Context: an optimization exercise on an open-source flow, tuned for small area, a short achievable clock period and few clock cycles per item. The choices shown serve that exercise and are no tape-out recipe. At most, simulation tests tie the RTL to the original design; equivalence was not proved. Power and IR drop assume default switching activity.

Setup of 09-05:
## matrix_mem_sequencer
module matrix_mem_sequencer #(
  parameter int ADDR_W = 8,
  parameter int DATA_W = 256,
  parameter int RD_LAT = 2
) (
  input  logic              clk,
  input  logic              rst,
  input  logic              start,
  input  logic [ADDR_W-1:0] addr_a,
  input  logic [ADDR_W-1:0] addr_b,
  input  logic [ADDR_W-1:0] addr_c,
  output logic              busy,
  output logic              done,
  output logic [ADDR_W-1:0] ram_addr,
  output logic              ram_wren,
  output logic [DATA_W-1:0] ram_wdata,
  input  logic [DATA_W-1:0] ram_rdata,
  output logic [DATA_W-1:0] mat_a,
  output logic [DATA_W-1:0] mat_b,
  input  logic [DATA_W-1:0] mat_c
);
Size: ~680 flip-flops, ~1300 I/O pins.
Settings: LEC_CHECK=0, CAP_MARGIN=20, CORE_AREA=3 3 317 317, DIE_AREA=0 0 320 320, SLEW_MARGIN=20; clock period 3.5 ns.
standard.sh (not shown) runs the stock make flow with config.mk's settings and CLKGATE_MAP_FILE= SYNTH_SCRIPT=/design/flow/synth_recipe.tcl, a recipe that flattens the netlist after the stock synthesis.
==> flow/flow/run.sh <==
#!/bin/bash
# Standard ORFS layout with small port buffers: buf_1 on inputs, buf_2 on
# outputs. make's full output goes to standard_flow.log; each ORFS step also
# keeps its own log under orfs/logs.
set -euo pipefail
W=$(pwd)
export PRE_GLOBAL_PLACE_TCL=$W/flow/bufports.tcl
export BUFFER_PORTS_ARGS="-outputs -buffer_cell sky130_fd_sc_hd__buf_2"
if [[ -f $W/flow/pins.args ]]; then export PLACE_PINS_ARGS="$(cat $W/flow/pins.args)"; fi
bash standard.sh > $W/standard_flow.log 2>&1
==> flow/flow/bufports.tcl <==
# Input ports get a small buffer here; the standard flow's buffer_ports call (BUFFER_PORTS_ARGS)
# buffers the outputs. dont_touch keeps remove_buffers from taking the input
# buffers out again before placement.
buffer_ports -inputs -buffer_cell sky130_fd_sc_hd__buf_1
foreach inst [get_cells input*] { set_dont_touch $inst }
==> flow/flow/pins.args <==
-min_distance 1 -min_distance_in_tracks
global routing (5_1_grt): 09-05 exited with error
## Diff of input files: 08-26 against 09-05
-- flow/design.v --
<<< 09-05, line 41
  logic [ADDR_W-1:0] r_addr;
  logic              p0_da, p0_db, p1_da, p1_db, p2_da, p2_db;
  logic              sa_c, sa_r, sa_h, sb_c, sb_r, sb_h;
  logic [DATA_W-1:0] r_a, r_b;
  logic [DEPTH-1:0] q_rem;
>>> 08-26, line 41
  logic [ADDR_W-1:0] r_addr;
  logic              p0_da, p0_db, p1_da, p1_db, p2_da, p2_db;
  logic              sa_c, sa_r, sb_c, sb_r;
  logic [DATA_W-1:0] r_a, r_b;
  logic [DEPTH-1:0] q_rem;
<<< 09-05, line 130
      p1_da  <= 1'b0; p1_db <= 1'b0;
      p2_da  <= 1'b0; p2_db <= 1'b0;
      sa_c   <= 1'b0; sa_r  <= 1'b0; sa_h <= 1'b1;
      sb_c   <= 1'b0; sb_r  <= 1'b0; sb_h <= 1'b1;
    end else begin
      q_v    <= n_v;
>>> 08-26, line 130
      p1_da  <= 1'b0; p1_db <= 1'b0;
      p2_da  <= 1'b0; p2_db <= 1'b0;
      sa_c   <= 1'b0; sa_r  <= 1'b0;
      sb_c   <= 1'b0; sb_r  <= 1'b0;
    end else begin
      q_v    <= n_v;
<<< 09-05, line 153
      sa_c   <= e_next;
      sa_r   <= p1_da;
      sa_h   <= !e_next && !p1_da;
      sb_c   <= e_next && (r_eval ? (q_v[2] && q_fb[2]) : (q_v[1] && q_fb[1]));
      sb_r   <= p1_db;
      sb_h   <= !(e_next && (r_eval ? (q_v[2] && q_fb[2]) : (q_v[1] && q_fb[1]))) && !p1_db;
    end
  end
>>> 08-26, line 153
      sa_c   <= e_next;
      sa_r   <= p1_da;
      sb_c   <= e_next && (r_eval ? (q_v[2] && q_fb[2]) : (q_v[1] && q_fb[1]));
      sb_r   <= p1_db;
    end
  end
<<< 09-05, line 192
  end
  always_ff @(posedge clk) begin
    r_a <= ({DATA_W{sa_c}} & mat_c) | ({DATA_W{sa_r}} & ram_rdata) | ({DATA_W{sa_h}} & r_a);
    r_b <= ({DATA_W{sb_c}} & mat_c) | ({DATA_W{sb_r}} & ram_rdata) | ({DATA_W{sb_h}} & r_b);
  end
  assign busy      = r_busy;
>>> 08-26, line 190
  end
  always_ff @(posedge clk) begin
    if (sa_c)      r_a <= mat_c;
    else if (sa_r) r_a <= ram_rdata;
    if (sb_c)      r_b <= mat_c;
    else if (sb_r) r_b <= ram_rdata;
  end
  assign busy      = r_busy;
## What came out
08-26 ran to completion and came out clean on the timing, DRC and antenna checks.
Sort 08-26 and 09-05 by number of enable flip-flop cells after synthesis, ascending, and 09-05 comes first.
Detailed-placement wirelength estimate, 08-26 and 09-05: lower on 08-26
Delta(simple logic cell fraction of the synthesized area, 08-26 - 09-05) < 0
Post-synthesis sequential area ratio was lower in the run labelled 09-05.
08-26 against 09-05: floorplan die height did not really move; synthesized cell count saw a decrease.
Testbench counts of 08-26, summed over its fixed seeds: cycles 8,227, items 3,200.
Only the layout flow was run in 09-05; the RTL was not checked for function there.

The RTL this note starts from:
==> flow/design.v <==
module matrix_mem_sequencer #(
  parameter int ADDR_W = 8,
  parameter int DATA_W = 256,
  parameter int RD_LAT = 2
) (
  input  logic              clk,
  input  logic              rst,
  input  logic              start,
  input  logic [ADDR_W-1:0] addr_a,
  input  logic [ADDR_W-1:0] addr_b,
  input  logic [ADDR_W-1:0] addr_c,
  output logic              busy,
  output logic              done,
  output logic [ADDR_W-1:0] ram_addr,
  output logic              ram_wren,
  output logic [DATA_W-1:0] ram_wdata,
  input  logic [DATA_W-1:0] ram_rdata,
  output logic [DATA_W-1:0] mat_a,
  output logic [DATA_W-1:0] mat_b,
  input  logic [DATA_W-1:0] mat_c
);
  localparam int DEPTH = 3;
  logic [ADDR_W-1:0] q_a   [DEPTH];
  logic [ADDR_W-1:0] q_b   [DEPTH];
  logic [ADDR_W-1:0] q_c   [DEPTH];
  logic [DEPTH-1:0]  q_v;
  logic [DEPTH-1:0]  q_ra;    
  logic [DEPTH-1:0]  q_rb;    
  logic [DEPTH-1:0]  q_ab;    
  logic [DEPTH-1:0]  q_fb;    
  logic [DEPTH-1:0]  q_h1b;   
  logic [DEPTH-1:0]  q_h2a;   
  logic [DEPTH-1:0]  q_h2b;   
  logic [DEPTH-1:0]  q_t2, q_t3;
  logic [ADDR_W-1:0] r_lc1, r_lc2;    
  logic              r_lv1, r_lv2;
  logic              r_eval;          
  logic              r_busy;
  logic              r_done;
  logic              r_wren;
  logic [ADDR_W-1:0] r_addr;
  logic              p0_da, p0_db, p1_da, p1_db, p2_da, p2_db;
  logic              sa_c, sa_r, sb_c, sb_r;
  logic [DATA_W-1:0] r_a, r_b;
  logic [DEPTH-1:0] q_rem;
  assign q_rem = q_ra | q_rb;
  logic rd0, rd1, rd2, isa1, isa2, rdb1, rdb2, rd_en, rd_isa, rd_ab;
  assign isa1 = q_ra[1] && !q_t3[0];
  assign rdb1 = q_rb[1] && !q_h1b[1];
  assign isa2 = q_ra[2] && !q_t2[0] && !q_t3[1] && !q_h2a[2];
  assign rdb2 = q_rb[2] && !q_t3[0] && !q_h2b[2];
  assign rd0  = !r_eval && q_v[0] && q_rem[0];
  assign rd1  = !r_eval && q_v[1] && !q_rem[0] && (isa1 || rdb1);
  assign rd2  = !r_eval && q_v[2] && !q_rem[0] && !q_rem[1] && (isa2 || rdb2);
  assign rd_en  = rd0 || rd1 || rd2;
  assign rd_isa = (rd0 && q_ra[0]) || (rd1 && isa1) || (rd2 && isa2);
  assign rd_ab  = (rd0 && q_ra[0] && q_ab[0]) || (rd1 && isa1 && q_ab[1]) ||
                  (rd2 && isa2 && q_ab[2]);
  logic [ADDR_W-1:0] nx_addr;
  always_comb begin
    if (r_eval)        nx_addr = q_c[0];
    else if (q_rem[0]) nx_addr = q_ra[0] ? q_a[0] : q_b[0];
    else if (q_rem[1]) nx_addr = isa1 ? q_a[1] : q_b[1];
    else               nx_addr = isa2 ? q_a[2] : q_b[2];
  end
  logic             acc;
  logic [DEPTH-1:0] s_v, s_ra, s_rb, s_t2, s_t3;   
  logic [DEPTH-1:0] slot_new;                           
  logic             n_fa, n_fb, n_ab, n_h2a, n_h2b;
  always_comb begin
    for (int i = 0; i < DEPTH; i++) begin
      if (i + 1 < DEPTH) begin
        s_v[i]  = r_eval ? q_v[i+1]  : q_v[i];
        s_ra[i] = r_eval ? q_ra[i+1] : q_ra[i];
        s_rb[i] = r_eval ? q_rb[i+1] : q_rb[i];
        s_t2[i] = r_eval ? q_t2[i+1] : q_t2[i];
        s_t3[i] = r_eval ? q_t3[i+1] : q_t3[i];
      end else begin
        s_v[i]  = !r_eval && q_v[i];
        s_ra[i] = !r_eval && q_ra[i];
        s_rb[i] = !r_eval && q_rb[i];
        s_t2[i] = !r_eval && q_t2[i];
        s_t3[i] = !r_eval && q_t3[i];
      end
    end
    for (int i = 0; i < DEPTH; i++)
      slot_new[i] = !s_v[i] && (i == 0 || s_v[(i == 0) ? 0 : i-1]);
  end
  assign acc   = start && !r_busy;
  assign n_fa  = r_lv1 && (addr_a == r_lc1);
  assign n_fb  = r_lv1 && (addr_b == r_lc1);
  assign n_ab  = (addr_a == addr_b);
  assign n_h2a = r_lv2 && (addr_a == r_lc2);
  assign n_h2b = r_lv2 && (addr_b == r_lc2);
  logic n_near;
  assign n_near = !s_v[1];
  logic e_next;
  assign e_next = r_eval ? (q_v[1] && !q_rem[1] && !q_t2[1])
                         : (q_v[0] && !q_rem[0] && !q_t2[0]);
  logic [DEPTH-1:0] n_v, n_ra, n_rb, n_t2, n_t3, iss;
  always_comb begin
    iss = '0;
    iss[0] = rd0;
    iss[1] = rd1;
    iss[2] = rd2;
    for (int i = 0; i < DEPTH; i++) begin
      n_v[i]  = s_v[i] || (acc && slot_new[i]);
      n_ra[i] = (acc && slot_new[i]) ? !n_fa : (s_ra[i] && !(iss[i] && rd_isa));
      n_rb[i] = (acc && slot_new[i]) ? (!(n_fb && !n_near) && !(n_ab && !n_fa))
                                     : (s_rb[i] && !(iss[i] && !rd_isa));
      n_t3[i] = iss[i];
      n_t2[i] = iss[i] || s_t3[i];
    end
  end
  always_ff @(posedge clk) begin
    if (!rst) begin
      q_v    <= '0;
      q_ra   <= '0;
      q_rb   <= '0;
      q_t2   <= '0;
      q_t3   <= '0;
      r_lv1  <= 1'b0;
      r_lv2  <= 1'b0;
      r_eval <= 1'b0;
      r_busy <= 1'b0;
      r_done <= 1'b0;
      r_wren <= 1'b0;
      p0_da  <= 1'b0; p0_db <= 1'b0;
      p1_da  <= 1'b0; p1_db <= 1'b0;
      p2_da  <= 1'b0; p2_db <= 1'b0;
      sa_c   <= 1'b0; sa_r  <= 1'b0;
      sb_c   <= 1'b0; sb_r  <= 1'b0;
    end else begin
      q_v    <= n_v;
      q_ra   <= n_ra;
      q_rb   <= n_rb;
      q_t2   <= n_t2;
      q_t3   <= n_t3;
      if (acc) begin
        r_lv1 <= 1'b1;
        r_lv2 <= r_lv1;
      end
      r_eval <= e_next;
      r_busy <= n_v[DEPTH-1] && !e_next;
      r_done <= r_eval;
      r_wren <= r_eval;
      p0_da  <= rd_en && rd_isa;
      p0_db  <= rd_en && (!rd_isa || rd_ab);
      p1_da  <= p0_da; p1_db <= p0_db;
      p2_da  <= p1_da; p2_db <= p1_db;
      sa_c   <= e_next;
      sa_r   <= p1_da;
      sb_c   <= e_next && (r_eval ? (q_v[2] && q_fb[2]) : (q_v[1] && q_fb[1]));
      sb_r   <= p1_db;
    end
  end
  always_ff @(posedge clk) begin
    if (acc) begin
      r_lc1 <= addr_c;
      r_lc2 <= r_lc1;
    end
    for (int i = 0; i < DEPTH; i++) begin
      if (acc && slot_new[i]) begin
        q_a[i]   <= addr_a;
        q_b[i]   <= addr_b;
        q_c[i]   <= addr_c;
        q_ab[i]  <= n_ab && !n_fa;
        q_fb[i]  <= n_fb && !n_near;
        q_h1b[i] <= n_fb && n_near;
        q_h2a[i] <= n_h2a;
        q_h2b[i] <= n_h2b;
      end else if (r_eval) begin
        if (i + 1 < DEPTH) begin
          q_a[i]   <= q_a[i+1];
          q_b[i]   <= q_b[i+1];
          q_c[i]   <= q_c[i+1];
          q_ab[i]  <= q_ab[i+1];
          q_fb[i]  <= q_fb[i+1];
          q_h1b[i] <= q_h1b[i+1];
          q_h2a[i] <= q_h2a[i+1];
          q_h2b[i] <= q_h2b[i+1];
        end else begin
          q_fb[i]  <= 1'b0;
        end
      end
    end
    r_addr <= nx_addr;
  end
  always_ff @(posedge clk) begin
    if (sa_c)      r_a <= mat_c;
    else if (sa_r) r_a <= ram_rdata;
    if (sb_c)      r_b <= mat_c;
    else if (sb_r) r_b <= ram_rdata;
  end
  assign busy      = r_busy;
  assign done      = r_done;
  assign ram_addr  = r_addr;
  assign ram_wren  = r_wren;
  assign ram_wdata = r_a;
  assign mat_a     = r_a;
  assign mat_b     = r_b;
endmodule
clock: 3.5 ns
lec_check: 0
cap_margin: 20
core_area: 3 3 317 317
die_area: 0 0 320 320
setup_slack_margin: 1.5
slew_margin: 20
==> flow/flow/run.sh <==
#!/bin/bash
# Standard ORFS layout with small port buffers (buf_1 on inputs and on
# outputs) and the five datapath pins of each bit placed side by side.
# make's full output goes to standard_flow.log; each ORFS step also keeps its
# own log under orfs/logs.
set -euo pipefail
W=$(pwd)
export PRE_GLOBAL_PLACE_TCL=$W/flow/bufports.tcl
export POST_GLOBAL_PLACE_TCL=$W/flow/unbuf.tcl
export BUFFER_PORTS_ARGS="-outputs -buffer_cell sky130_fd_sc_hd__buf_1"
args="-min_distance 1 -min_distance_in_tracks"
for i in $(seq 0 255); do
  args="$args -group_pins {mat_c[$i] ram_rdata[$i] mat_a[$i] ram_wdata[$i] mat_b[$i]}"
done
export PLACE_PINS_ARGS="$args"
export CTS_ARGS="-sink_clustering_enable -repair_clock_nets -sink_clustering_size 22 -sink_clustering_max_diameter 80 -balance_levels"
bash standard.sh > $W/standard_flow.log 2>&1
==> flow/flow/unbuf.tcl <==
# The input buffers were dont_touch only to survive remove_buffers; clear it
# so later steps treat them like any cell, and tie their supply pins with the
# platform's global connections.
foreach inst [get_cells input*] { unset_dont_touch $inst }
global_connect
Scripts as last shown in full above: flow/flow/bufports.tcl
Testbench counts at the start, summed over its fixed seeds: cycles 8,227, items 3,200.
Change:
--- a/flow/design.v
+++ b/flow/design.v
@@ -18,9 +18,9 @@
   output logic [DATA_W-1:0] mat_a,
   output logic [DATA_W-1:0] mat_b,
   input  logic [DATA_W-1:0] mat_c
 );
-  localparam int DEPTH = 3;
+  localparam int DEPTH = 4;
   logic [ADDR_W-1:0] q_a   [DEPTH];
   logic [ADDR_W-1:0] q_b   [DEPTH];
   logic [ADDR_W-1:0] q_c   [DEPTH];
   logic [DEPTH-1:0]  q_v;
@@ -30,9 +30,9 @@
   logic [DEPTH-1:0]  q_fb;    
   logic [DEPTH-1:0]  q_h1b;   
   logic [DEPTH-1:0]  q_h2a;   
   logic [DEPTH-1:0]  q_h2b;   
-  logic [DEPTH-1:0]  q_t2, q_t3;
+  logic [DEPTH-1:0]  q_t1, q_t2, q_t3;
   logic [ADDR_W-1:0] r_lc1, r_lc2;    
   logic              r_lv1, r_lv2;
   logic              r_eval;          
   logic              r_busy;
@@ -63,23 +63,25 @@
     else if (q_rem[1]) nx_addr = isa1 ? q_a[1] : q_b[1];
     else               nx_addr = isa2 ? q_a[2] : q_b[2];
   end
   logic             acc;
-  logic [DEPTH-1:0] s_v, s_ra, s_rb, s_t2, s_t3;   
+  logic [DEPTH-1:0] s_v, s_ra, s_rb, s_t1, s_t2, s_t3;   
   logic [DEPTH-1:0] slot_new;                           
   logic             n_fa, n_fb, n_ab, n_h2a, n_h2b;
   always_comb begin
     for (int i = 0; i < DEPTH; i++) begin
       if (i + 1 < DEPTH) begin
         s_v[i]  = r_eval ? q_v[i+1]  : q_v[i];
         s_ra[i] = r_eval ? q_ra[i+1] : q_ra[i];
         s_rb[i] = r_eval ? q_rb[i+1] : q_rb[i];
+        s_t1[i] = r_eval ? q_t1[i+1] : q_t1[i];
         s_t2[i] = r_eval ? q_t2[i+1] : q_t2[i];
         s_t3[i] = r_eval ? q_t3[i+1] : q_t3[i];
       end else begin
         s_v[i]  = !r_eval && q_v[i];
         s_ra[i] = !r_eval && q_ra[i];
         s_rb[i] = !r_eval && q_rb[i];
+        s_t1[i] = !r_eval && q_t1[i];
         s_t2[i] = !r_eval && q_t2[i];
         s_t3[i] = !r_eval && q_t3[i];
       end
     end
@@ -96,28 +98,27 @@
   assign n_near = !s_v[1];
   logic e_next;
   assign e_next = r_eval ? (q_v[1] && !q_rem[1] && !q_t2[1])
                          : (q_v[0] && !q_rem[0] && !q_t2[0]);
-  logic [DEPTH-1:0] n_v, n_ra, n_rb, n_t2, n_t3, iss;
+  logic [DEPTH-1:0] n_v, n_ra, n_rb, n_t1, n_t2, n_t3, iss;
   always_comb begin
-    iss = '0;
-    iss[0] = rd0;
-    iss[1] = rd1;
-    iss[2] = rd2;
+    iss = {1'b0, rd2, rd1, rd0};
     for (int i = 0; i < DEPTH; i++) begin
       n_v[i]  = s_v[i] || (acc && slot_new[i]);
       n_ra[i] = (acc && slot_new[i]) ? !n_fa : (s_ra[i] && !(iss[i] && rd_isa));
       n_rb[i] = (acc && slot_new[i]) ? (!(n_fb && !n_near) && !(n_ab && !n_fa))
                                      : (s_rb[i] && !(iss[i] && !rd_isa));
       n_t3[i] = iss[i];
       n_t2[i] = iss[i] || s_t3[i];
+      n_t1[i] = iss[i] || s_t2[i];
     end
   end
   always_ff @(posedge clk) begin
     if (!rst) begin
       q_v    <= '0;
       q_ra   <= '0;
       q_rb   <= '0;
+      q_t1   <= '0;
       q_t2   <= '0;
       q_t3   <= '0;
       r_lv1  <= 1'b0;
       r_lv2  <= 1'b0;
@@ -133,16 +134,17 @@
     end else begin
       q_v    <= n_v;
       q_ra   <= n_ra;
       q_rb   <= n_rb;
+      q_t1   <= n_t1;
       q_t2   <= n_t2;
       q_t3   <= n_t3;
       if (acc) begin
         r_lv1 <= 1'b1;
         r_lv2 <= r_lv1;
       end
       r_eval <= e_next;
-      r_busy <= n_v[DEPTH-1] && !e_next;
+      r_busy <= n_v[DEPTH-1];
       r_done <= r_eval;
       r_wren <= r_eval;
       p0_da  <= rd_en && rd_isa;
       p0_db  <= rd_en && (!rd_isa || rd_ab);
=> Via count grows by 3.6%; cell area grows by 4.2%; routed wire length grows by 3.6%; worst setup slack loses 0.0045 ns; total power grows by 2.9%; count of clock-buffer cells in the layout grows by 1; non-clock buffer count shrinks by 5; sequential share of layout area grows by 0.30 points; die area is unchanged; global-route usage grows by 0.58 points; fmax hardly moves; synthesized cell count grows by 4.5%; register-to-register slack is about the same; core utilization grows by 1.5 points.
Testbench counts after the change, summed over its fixed seeds: cycles 8,227, items 3,200.

separate check: timing with driven ports:
The results above use ideal ports. As a check the final layouts listed here were re-extracted and re-timed, cells and wires unchanged. Step 1 assumes that a clkbuf_16 drives the clock port and a buf_2 every other input. Step 2 moves the port delays by t, midway between the first and last clock arrival at a register: inputs arrive t later, outputs are due t later. That takes back most of the time a late clock gives input paths. Slacks: ideal ports / drivers / drivers and shift; pairs: ideal ports / drivers.
run | t (ns) | setup WS [ns] | clock arrival spread, ns
08-26 | 0.710 | 1.069 / 1.069 / 0.700 | 0.039 / 0.039
the first run of note 2 | 0.647 | 1.553 / 1.497 / 1.145 | 0.032 / 0.032
the second run of note 2 | 0.662 | 1.549 / 1.488 / 1.061 | 0.034 / 0.034
After both steps every run listed still meets setup and hold. The setup slack of the second run of note 2, which loses most, moves by -0.061 ns with the drivers and by -0.488 ns with both steps.
